This design comes from an exercise in tuning for small area and a short achievable clock period on the open sky130 flow, not from production work. Only simulation tests tie the RTL to the original design; equivalence was not proved. Power figures rest on the tool's default switching activity, not on a simulated workload.

==> flow/design.v (excerpt) <==
module rename_top (
    input  logic      clk,
    input  logic      rst,
    input  logic      rename_valid,
    input  logic [$clog2(32)-1:0] rs1_arch,
    input  logic [$clog2(32)-1:0] rs2_arch,
    input  logic [$clog2(32)-1:0] rd_arch,
    input  logic      complete_valid,
    input  logic [$clog2(16)-1:0]   complete_rob_id,
    input  logic      complete_mispredict,
    output logic      rename_ready,
    output logic [$clog2(64)-1:0]  rs1_phy,
    output logic [$clog2(64)-1:0]  rs2_phy,
    output logic [$clog2(64)-1:0]  rd_phy,
    output logic [$clog2(16)-1:0]   rob_id,
    output logic      retire_valid,
    output logic [$clog2(32)-1:0] retire_rd_arch,
    output logic [$clog2(64)-1:0]  retire_rd_phy,
    output logic      flush
);
For scale: roughly 730 flip-flops.
Settings: LEC_CHECK=0, CAP_MARGIN=20, CELL_PAD_IN_SITES_DETAIL_PLACEMENT=1, CELL_PAD_IN_SITES_GLOBAL_PLACEMENT=2, CORE_MARGIN=2, CORE_UTILIZATION=25, PLACE_DENSITY=0.45, SETUP_SLACK_MARGIN=2.0, SLEW_MARGIN=20; clock period 6.0 ns.
run.sh (not shown) runs the stock make flow with config.mk's settings and CLKGATE_MAP_FILE= SYNTH_SCRIPT=/design/flow/synth_recipe.tcl, a recipe that flattens the netlist after the stock synthesis.
Then changed:
Settings changed: CORE_UTILIZATION 25 to 45, PLACE_DENSITY 0.45 to 0.6.
The new run completed with no timing, DRC or antenna violations.
Die area went down by well over a third.
Wire length went down by roughly a tenth.
Cell area went down by a few percent.
Register-to-register slack degrades by 0.09 ns.
Utilization went up by 23 points.
Global-route usage went up by 16 points.
Power went down by a few percent.
Flip-flop and latch count stays the same.
Critical path depth went up by 2.
Then changed:
Settings changed: CORE_UTILIZATION 45 to 25, PLACE_DENSITY 0.6 to 0.45, SETUP_SLACK_MARGIN 2.0 to not set.
Outcome: Routed wire length rose by 16%; power rose by 0.84%; sequential cell count stays the same; register-to-register slack got worse by 0.93 ns.

* * *

## red
rename_top, a different RTL version from the one above (not shown whole).
Size: about 3300 cells after synthesis, ~740 flip-flops, roughly 37000 um2 of cells after synthesis.
Settings: LEC_CHECK=0, CAP_MARGIN=20, CELL_PAD_IN_SITES_DETAIL_PLACEMENT=1, CELL_PAD_IN_SITES_GLOBAL_PLACEMENT=2, CORE_MARGIN=2, CORE_UTILIZATION=25, PLACE_DENSITY=0.45, SETUP_SLACK_MARGIN=2.6, SLEW_MARGIN=20; clock period 6.0 ns.
In summary, red completed successfully, with a layout that passed the timing, DRC and antenna checks.
diff inputs: red => blue
-- flow/config.mk --
<<< red, line 13
export PLACE_DENSITY = 0.45
export SETUP_SLACK_MARGIN = 2.6
>>> blue, line 13
export CTS_BUF_LIST = sky130_fd_sc_hd__clkbuf_16
export CTS_CLUSTER_DIAMETER = 100
export CTS_CLUSTER_SIZE = 20
export PLACE_DENSITY = 0.85
export SETUP_SLACK_MARGIN = 1.9
- In the reports for red and blue, the smaller internal power of the cells belongs to blue.
- Total power (blue vs. red) decreases by more than 10%
- From red to blue the numbers moved as follows: final net count fell by 5.8%, clock-buffer cell count shows a reduction of 98.
- Post-CTS repair timing setup buffer count in blue is 132 lower than in red
- Both conditions hold for blue: the flow ran to the end and the final layout passed the timing, DRC and antenna checks.
- Lower critical path depth among red and blue: blue
- When the final numbers for red and blue were put side by side, the final cycle utilization of the critical path turned out to be smaller in red.
- Wire length on met2 for blue is lower than for red.
- blue ends up with lower layout cell share with drive strength beyond 1 than red does.
For green, these inputs were changed with respect to blue:
-- flow/config.mk --
<<< blue, line 16
export PLACE_DENSITY = 0.85
export SETUP_SLACK_MARGIN = 1.9
>>> green, line 16
export PLACE_DENSITY = 0.45
export SETUP_SLACK_MARGIN = 1.8
### Flow results
Of blue and green, the higher routed wire length per instance belongs to green.
Re clock skew: blue and green aren't equal, and the higher value belongs to green.
Taking blue as the reference, in green fmax went down 0.0031 GHz; power density over the cells went up 3.9%.

* * *

rename_top again, from the RTL that the note above started with.
Settings: LEC_CHECK=0, CAP_MARGIN=20, CELL_PAD_IN_SITES_DETAIL_PLACEMENT=1, CELL_PAD_IN_SITES_GLOBAL_PLACEMENT=2, CORE_MARGIN=2, CORE_UTILIZATION=25, CTS_BUF_LIST=sky130_fd_sc_hd__clkbuf_8, CTS_CLUSTER_SIZE=30, PLACE_DENSITY=0.45, SETUP_SLACK_MARGIN=2.0, SLEW_MARGIN=20; clock period 6.0 ns.
The starting point ran to the end with no violations.
Edit:
- CORE_UTILIZATION: 25 -> 35
- CTS_BUF_LIST: sky130_fd_sc_hd__clkbuf_8 -> sky130_fd_sc_hd__clkbuf_16
- CTS_CLUSTER_DIAMETER: unset -> 100
- CTS_CLUSTER_SIZE: 30 -> 20
- PLACE_DENSITY: 0.45 -> 0.85
- SETUP_SLACK_MARGIN: 2.0 -> 1.8
Setup slack loses 0.0083 ns.
Die area decreases by 28%.
Flip-flop and latch count does not change.
Routed wire length decreases by 22%.
Global-route usage is higher by 2.4 points.
Worst hold slack gets better by 0.0078 ns.
First-iteration DRC count came out higher by 21%.
Maximum frequency is about the same.
Edit:
- CORE_UTILIZATION: 35 -> 25
- CTS_CLUSTER_DIAMETER: 100 -> 60
- CTS_CLUSTER_SIZE: 20 -> 30
Effect:
- The new run completed without violations
- via count increases slightly
- clock skew increases by 0.0067 ns
- non-clock buffer count decreases by 25
- sequential power increases by a few percent
- wire length increases by a few percent
- core utilization decreases by 10 points
- fmax stays flat
- final area increases by a few percent
- synthesized cell count does not change
- first-iteration DRC count decreases by a few percent
- cell count increases by roughly a tenth

* * *

Setup of job 4765:
Starting RTL as in the previous note.
clock: 6.0 ns
lec_check: 0
cap_margin: 20
cell_pad_in_sites_detail_placement: 1
cell_pad_in_sites_global_placement: 2
core_margin: 2
core_utilization: 25
cts_buf_list: sky130_fd_sc_hd__clkbuf_16
cts_cluster_diameter: 100
cts_cluster_size: 20
place_density: 0.45
setup_slack_margin: 1.6
slew_margin: 20
Edits applied to the flow inputs when going from job 4765 to job 3295:
Settings: CTS_CLUSTER_DIAMETER removed (was 100); SETUP_SLACK_MARGIN changed from 1.6 to 2.0; CTS_CLUSTER_SIZE removed (was 20); ABC_AREA newly set to 1; CTS_BUF_LIST removed (was sky130_fd_sc_hd__clkbuf_16).
==> notes.md <==
- Changes observed in job 3295 relative to job 4765: number of sequential storage elements roughly the same, final clock period utilization by the worst path higher.
- Job 3295 vs job 4765, instance count: job 3295 higher
[inputs] job 955 vs job 3295
Settings: ABC_AREA removed (was 1); SETUP_SLACK_MARGIN changed from 2.0 to 1.8; CTS_BUF_LIST newly set to sky130_fd_sc_hd__clkbuf_16; PLACE_DENSITY changed from 0.45 to 0.85; CTS_CLUSTER_DIAMETER newly set to 100; CTS_CLUSTER_SIZE newly set to 20; CAP_MARGIN changed from 20 to 5; SLEW_MARGIN changed from 20 to 5.
Findings:
When job 955 is measured against job 3295, its post-detailed-route wirelength per cell turns out 18% higher.
Job 3295 ended up with alloc_q[0] as its worst setup path endpoint; job 955 ended up with rs1_phy[3].
Changes observed in job 955 relative to job 3295: instance count of the mapped netlist lost 1070; proportion of power drawn by the clock network lost 7.2 points.
Changes in job 1638 relative to job 955:
Settings: CTS_CLUSTER_SIZE: 20 -> 15; CTS_CLUSTER_DIAMETER: 100 -> 80; SLEW_MARGIN: 5 -> 20; SETUP_SLACK_MARGIN: 1.8 -> 1.9; CAP_MARGIN: 5 -> 20; CTS_BUF_LIST: sky130_fd_sc_hd__clkbuf_16 -> sky130_fd_sc_hd__clkbuf_8.
Findings:
Sort job 955 and job 1638 by clock-buffer cell count, ascending, and job 955 comes first.
Looking at power share of the clock group across job 955 and job 1638, the one that comes out higher is job 955.
From job 955 to job 1638 the numbers moved as follows: clock group power now sits lower, total wirelength of the detailed-routed design about even, signed area change from the synthesized netlist to the final layout increased by 0.62 points relative to the old numbers.

* * *

== job 101 ==
The RTL this note starts from:
==> flow/design.v <==
`timescale 1ns/1ps
module rename_top (
    input  logic      clk,
    input  logic      rst,
    input  logic      rename_valid,
    input  logic [$clog2(32)-1:0] rs1_arch,
    input  logic [$clog2(32)-1:0] rs2_arch,
    input  logic [$clog2(32)-1:0] rd_arch,
    input  logic      complete_valid,
    input  logic [$clog2(16)-1:0]   complete_rob_id,
    input  logic      complete_mispredict,
    output logic      rename_ready,
    output logic [$clog2(64)-1:0]  rs1_phy,
    output logic [$clog2(64)-1:0]  rs2_phy,
    output logic [$clog2(64)-1:0]  rd_phy,
    output logic [$clog2(16)-1:0]   rob_id,
    output logic      retire_valid,
    output logic [$clog2(32)-1:0] retire_rd_arch,
    output logic [$clog2(64)-1:0]  retire_rd_phy,
    output logic      flush
);
    wire [$clog2(64)-1:0] fmap_q [32];
    wire [$clog2(64)-1:0] bmap_q [32];
    wire [64-1:0] free_q;
    wire [64-1:0] held_q;
    logic [64-1:0] free_d;
    logic [$clog2(64)-1:0] alloc_q;
    logic avail_q;
    logic ready_q;
    logic [$clog2(16):0] head_q;
    logic [$clog2(16):0] tail_q;
    logic [$clog2(32)-1:0] ent_rd_arch [16];
    logic [$clog2(64)-1:0]  ent_new_phy [16];
    logic [16-1:0] ent_done;
    logic [16-1:0] ent_misp;
    logic retire_misp;
    logic [$clog2(64)-1:0] release_phy;
    assign fmap_q[0] = '0;
    assign bmap_q[0] = '0;
    assign free_q[0] = 1'b0;
    assign held_q[0] = 1'b1;
    assign free_d[0] = 1'b0;
    assign rs1_phy = fmap_q[rs1_arch];
    assign rs2_phy = fmap_q[rs2_arch];
    logic [$clog2(64)-1:0] alloc_d;
    logic [7:0] grp_any;
    logic [2:0] grp_idx [8];
    always_comb begin
        for (int g = 0; g < 8; g++) begin
            grp_any[g] = |free_d[g*8 +: 8];
            grp_idx[g] = '0;
            for (int j = 7; j >= 0; j--) begin
                if (free_d[g*8 + j]) grp_idx[g] = j[2:0];
            end
        end
        alloc_d = '0;
        for (int g = 7; g >= 0; g--) begin
            if (grp_any[g]) alloc_d = {g[2:0], grp_idx[g]};
        end
    end
    logic [64-1:0] lower_free;
    always_comb begin
        lower_free[0] = 1'b0;
        for (int i = 1; i < 64; i++) begin
            lower_free[i] = lower_free[i-1] | free_q[i-1];
        end
    end
    logic recovering, rename_fire, alloc_fire, pop;
    logic rd_nz;
    logic [$clog2(16)-1:0] head_slot, tail_slot;
    logic [$clog2(16):0] head_d, tail_d;
    logic full_d, retire_valid_d, retire_misp_d, flush_d;
    assign head_slot = head_q[$clog2(16)-1:0];
    assign tail_slot = tail_q[$clog2(16)-1:0];
    assign recovering = (retire_valid && retire_misp) || flush;
    assign rd_nz = (rd_arch != '0);
    assign rename_ready = ready_q && (avail_q || !rd_nz);
    assign rename_fire  = rename_valid && rename_ready;
    assign alloc_fire   = rename_valid && ready_q && avail_q && rd_nz;
    assign rd_phy = alloc_fire ? alloc_q : '0;
    assign rob_id = tail_slot;
    assign pop = (head_q != tail_q) && ent_done[head_slot] && !recovering;
    assign retire_valid_d = pop;
    assign retire_misp_d = pop && ent_misp[head_slot];
    assign flush_d = retire_valid && retire_misp;
    always_comb begin
        head_d = head_q;
        tail_d = tail_q;
        if (flush) begin
            head_d = tail_q;
        end else begin
            if (pop) head_d = head_q + 1'b1;
            if (rename_fire) tail_d = tail_q + 1'b1;
        end
    end
    assign full_d = (head_d[$clog2(16)-1:0] == tail_d[$clog2(16)-1:0]) &&
                    (head_d[$clog2(16)] != tail_d[$clog2(16)]);
    logic release_valid;
    assign release_valid = retire_valid && (retire_rd_arch != '0);
    for (genvar i = 1; i < 32; i++) begin : g_map
        logic [$clog2(64)-1:0] f_q, b_q;
        assign fmap_q[i] = f_q;
        assign bmap_q[i] = b_q;
        always_ff @(posedge clk or posedge rst) begin
            if (rst) begin
                f_q <= i[$clog2(64)-1:0];
            end else if (flush) begin
                f_q <= b_q;
            end else if (alloc_fire && (rd_arch == i[$clog2(32)-1:0])) begin
                f_q <= alloc_q;
            end
        end
        always_ff @(posedge clk or posedge rst) begin
            if (rst) begin
                b_q <= i[$clog2(64)-1:0];
            end else if (release_valid && (retire_rd_arch == i[$clog2(32)-1:0])) begin
                b_q <= retire_rd_phy;
            end
        end
    end
    for (genvar i = 1; i < 64; i++) begin : g_phy
        logic rel_hit, new_hit, fr_q, hd_q;
        assign free_q[i] = fr_q;
        assign held_q[i] = hd_q;
        assign rel_hit = release_valid && (release_phy == i[$clog2(64)-1:0]);
        assign new_hit = release_valid && (retire_rd_phy == i[$clog2(64)-1:0]);
        assign free_d[i] = flush ? !hd_q
                                 : ((fr_q && (!alloc_fire || lower_free[i])) || rel_hit);
        always_ff @(posedge clk or posedge rst) begin
            if (rst) begin
                fr_q <= (i >= 32);
                hd_q <= (i < 32);
            end else begin
                fr_q <= free_d[i];
                hd_q <= (hd_q && !rel_hit) || new_hit;
            end
        end
    end
    always_ff @(posedge clk or posedge rst) begin
        if (rst) begin
            head_q <= '0;
            tail_q <= '0;
            retire_valid <= 1'b0;
            retire_misp <= 1'b0;
            flush <= 1'b0;
            ready_q <= 1'b1;
            alloc_q <= 32;
            avail_q <= 1'b1;
        end else begin
            head_q <= head_d;
            tail_q <= tail_d;
            retire_valid <= retire_valid_d;
            retire_misp <= retire_misp_d;
            flush <= flush_d;
            ready_q <= !full_d && !(retire_valid_d && retire_misp_d) && !flush_d;
            alloc_q <= alloc_d;
            avail_q <= |free_d;
        end
    end
    always_ff @(posedge clk) begin
        if (complete_valid && !recovering) begin
            ent_done[complete_rob_id] <= 1'b1;
            ent_misp[complete_rob_id] <= complete_mispredict;
        end
        if (rename_fire) begin
            ent_done[tail_slot] <= 1'b0;
        end
    end
    always_ff @(posedge clk) begin
        if (rename_fire) begin
            ent_rd_arch[tail_slot] <= rd_arch;
            ent_new_phy[tail_slot] <= rd_phy;
        end
    end
    logic [$clog2(32)-1:0] head_arch;
    assign head_arch = ent_rd_arch[head_slot];
    always_ff @(posedge clk) begin
        retire_rd_arch <= head_arch;
        retire_rd_phy <= ent_new_phy[head_slot];
        if (release_valid && (retire_rd_arch == head_arch)) begin
            release_phy <= retire_rd_phy;
        end else begin
            release_phy <= bmap_q[head_arch];
        end
    end
endmodule
Settings: LEC_CHECK=0, CAP_MARGIN=20, CELL_PAD_IN_SITES_DETAIL_PLACEMENT=1, CELL_PAD_IN_SITES_GLOBAL_PLACEMENT=2, CORE_MARGIN=2, CORE_UTILIZATION=25, CTS_BUF_LIST=sky130_fd_sc_hd__clkbuf_16, CTS_CLUSTER_DIAMETER=100, CTS_CLUSTER_SIZE=20, GPL_TIMING_DRIVEN=0, PLACE_DENSITY=0.85, SETUP_SLACK_MARGIN=1.8, SLEW_MARGIN=20; clock period 6.0 ns.
Job 101 was carried through to the last stage, and its layout satisfied the timing, DRC and antenna checks.
> inputs changed (job 101 -> job 103)
Settings: GPL_TIMING_DRIVEN: 0 -> unset; CORE_UTILIZATION: 25 -> 45; PLACE_DENSITY: 0.85 -> 0.8.
[summary]
- Compared with job 101, job 103 shows a antenna diode instance count that is 4 higher.
- Via count for job 103: 244 down relative to job 101
- Going from job 101 to job 103, share of power burned in the clock network decreased by 1.0 points relative to the old numbers, final-layout non-clock buffer area share -1.1 points, number of cells in the finished layout apart from fillers shrank by 951, count of unresolved DRC violations after routing closely matched the old numbers.
- The count of buffering cells on the critical path with inverters included of job 103 is lower than that of job 101.
- | cell area after placement | job 103 vs job 101 | 3.5% lower |
- Job 103 vs. job 101: routed length on met2 saw a decrease, global-route total usage across every layer saw an increase.
- Job 103 — utilization 21 points higher, job 101 as reference

* * *

Starts from the design.v that is shown in full above.
export LEC_CHECK = 0
export CAP_MARGIN = 20
export CELL_PAD_IN_SITES_DETAIL_PLACEMENT = 1
export CELL_PAD_IN_SITES_GLOBAL_PLACEMENT = 2
export CORE_MARGIN = 2
export CORE_UTILIZATION = 25
export CTS_BUF_LIST = sky130_fd_sc_hd__clkbuf_16
export CTS_CLUSTER_DIAMETER = 100
export CTS_CLUSTER_SIZE = 20
export PLACE_DENSITY = 0.45
export SETUP_SLACK_MARGIN = 2.0
export SLEW_MARGIN = 20
create_clock -name core_clock -period 6.0 [get_ports {clk}]
The baseline produced a clean layout.
Edit:
- PLACE_DENSITY: 0.45 -> 0.85
- SETUP_SLACK_MARGIN: 2.0 -> 1.8
Effect: The new run passed the timing, DRC and antenna checks. Power goes down by a few percent. Core utilization goes down by 1.3 points. First-iteration DRC count goes up by a quarter to a third. Die area does not change.

static timing again, ports no longer ideal:
Ports are ideal in the flow. The routed layouts listed here were re-timed in OpenROAD.
Step 1 (the two cells are an assumption about what drives the block):
set clk [get_ports {clk}]
set_driving_cell -lib_cell sky130_fd_sc_hd__clkbuf_16 $clk
set_driving_cell -lib_cell sky130_fd_sc_hd__buf_2 [delete_from_list [all_inputs] $clk]
Step 2 also shifts input and output timing later by t, the mid clock arrival at the registers, as if the neighbouring blocks saw the same clock.
Slacks: no drivers / after step 1 / after step 2; pairs: no drivers / after step 1.
run | shift t [ns] | slack for setup (ns) | latest minus earliest clock arrival (ns) | worst data-port slew with drivers (ns)
the first run of note 1 | 0.802 | 1.643 / 1.561 / 1.719 | 0.071 / 0.072 | 0.10
the second run of note 1 | 0.722 | 1.645 / 1.575 / 1.692 | 0.050 / 0.051 | 0.09
the third run of note 1 | 0.794 | 0.249 / 0.165 / 0.432 | 0.072 / 0.072 | 0.05
red | 0.776 | 1.858 / 1.805 / 1.505 | 0.062 / 0.062 | 0.12
blue | 0.714 | 1.846 / 1.789 / 1.391 | 0.037 / 0.038 | 0.09
green | 0.766 | 1.792 / 1.735 / 1.081 | 0.072 / 0.073 | 0.07
the first run of note 3 | 0.930 | 1.816 / 1.762 / 1.231 | 0.082 / 0.082 | 0.07
the second run of note 3 | 0.703 | 1.807 / 1.716 / 1.297 | 0.039 / 0.039 | 0.09
the third run of note 3 | 0.728 | 1.813 / 1.768 / 1.209 | 0.046 / 0.046 | 0.10
job 4765 | 0.770 | 1.579 / 1.588 / 0.870 | 0.067 / 0.067 | 0.08
job 3295 | 0.795 | 0.286 / 0.286 / -0.378 | 0.028 / 0.028 | 0.09
job 955 | 0.707 | 1.812 / 1.752 / 1.269 | 0.036 / 0.036 | 0.09
job 1638 | 0.830 | 1.818 / 1.763 / 1.245 | 0.039 / 0.039 | 0.12
job 101 | 0.734 | 1.716 / 1.716 / 1.024 | 0.060 / 0.060 | 0.16
job 103 | 0.706 | 1.746 / 1.695 / 1.155 | 0.056 / 0.056 | 0.11
the first run of note 6 | 0.768 | 1.800 / 1.753 / 1.382 | 0.069 / 0.069 | 0.07
the second run of note 6 | 0.708 | 1.807 / 1.746 / 1.266 | 0.036 / 0.037 | 0.09
With both steps, setup timing fails in job 3295, where it was met with ideal ports. For green, which loses most, drivers alone change the setup slack by -0.057 ns; drivers and shift together by -0.711 ns.
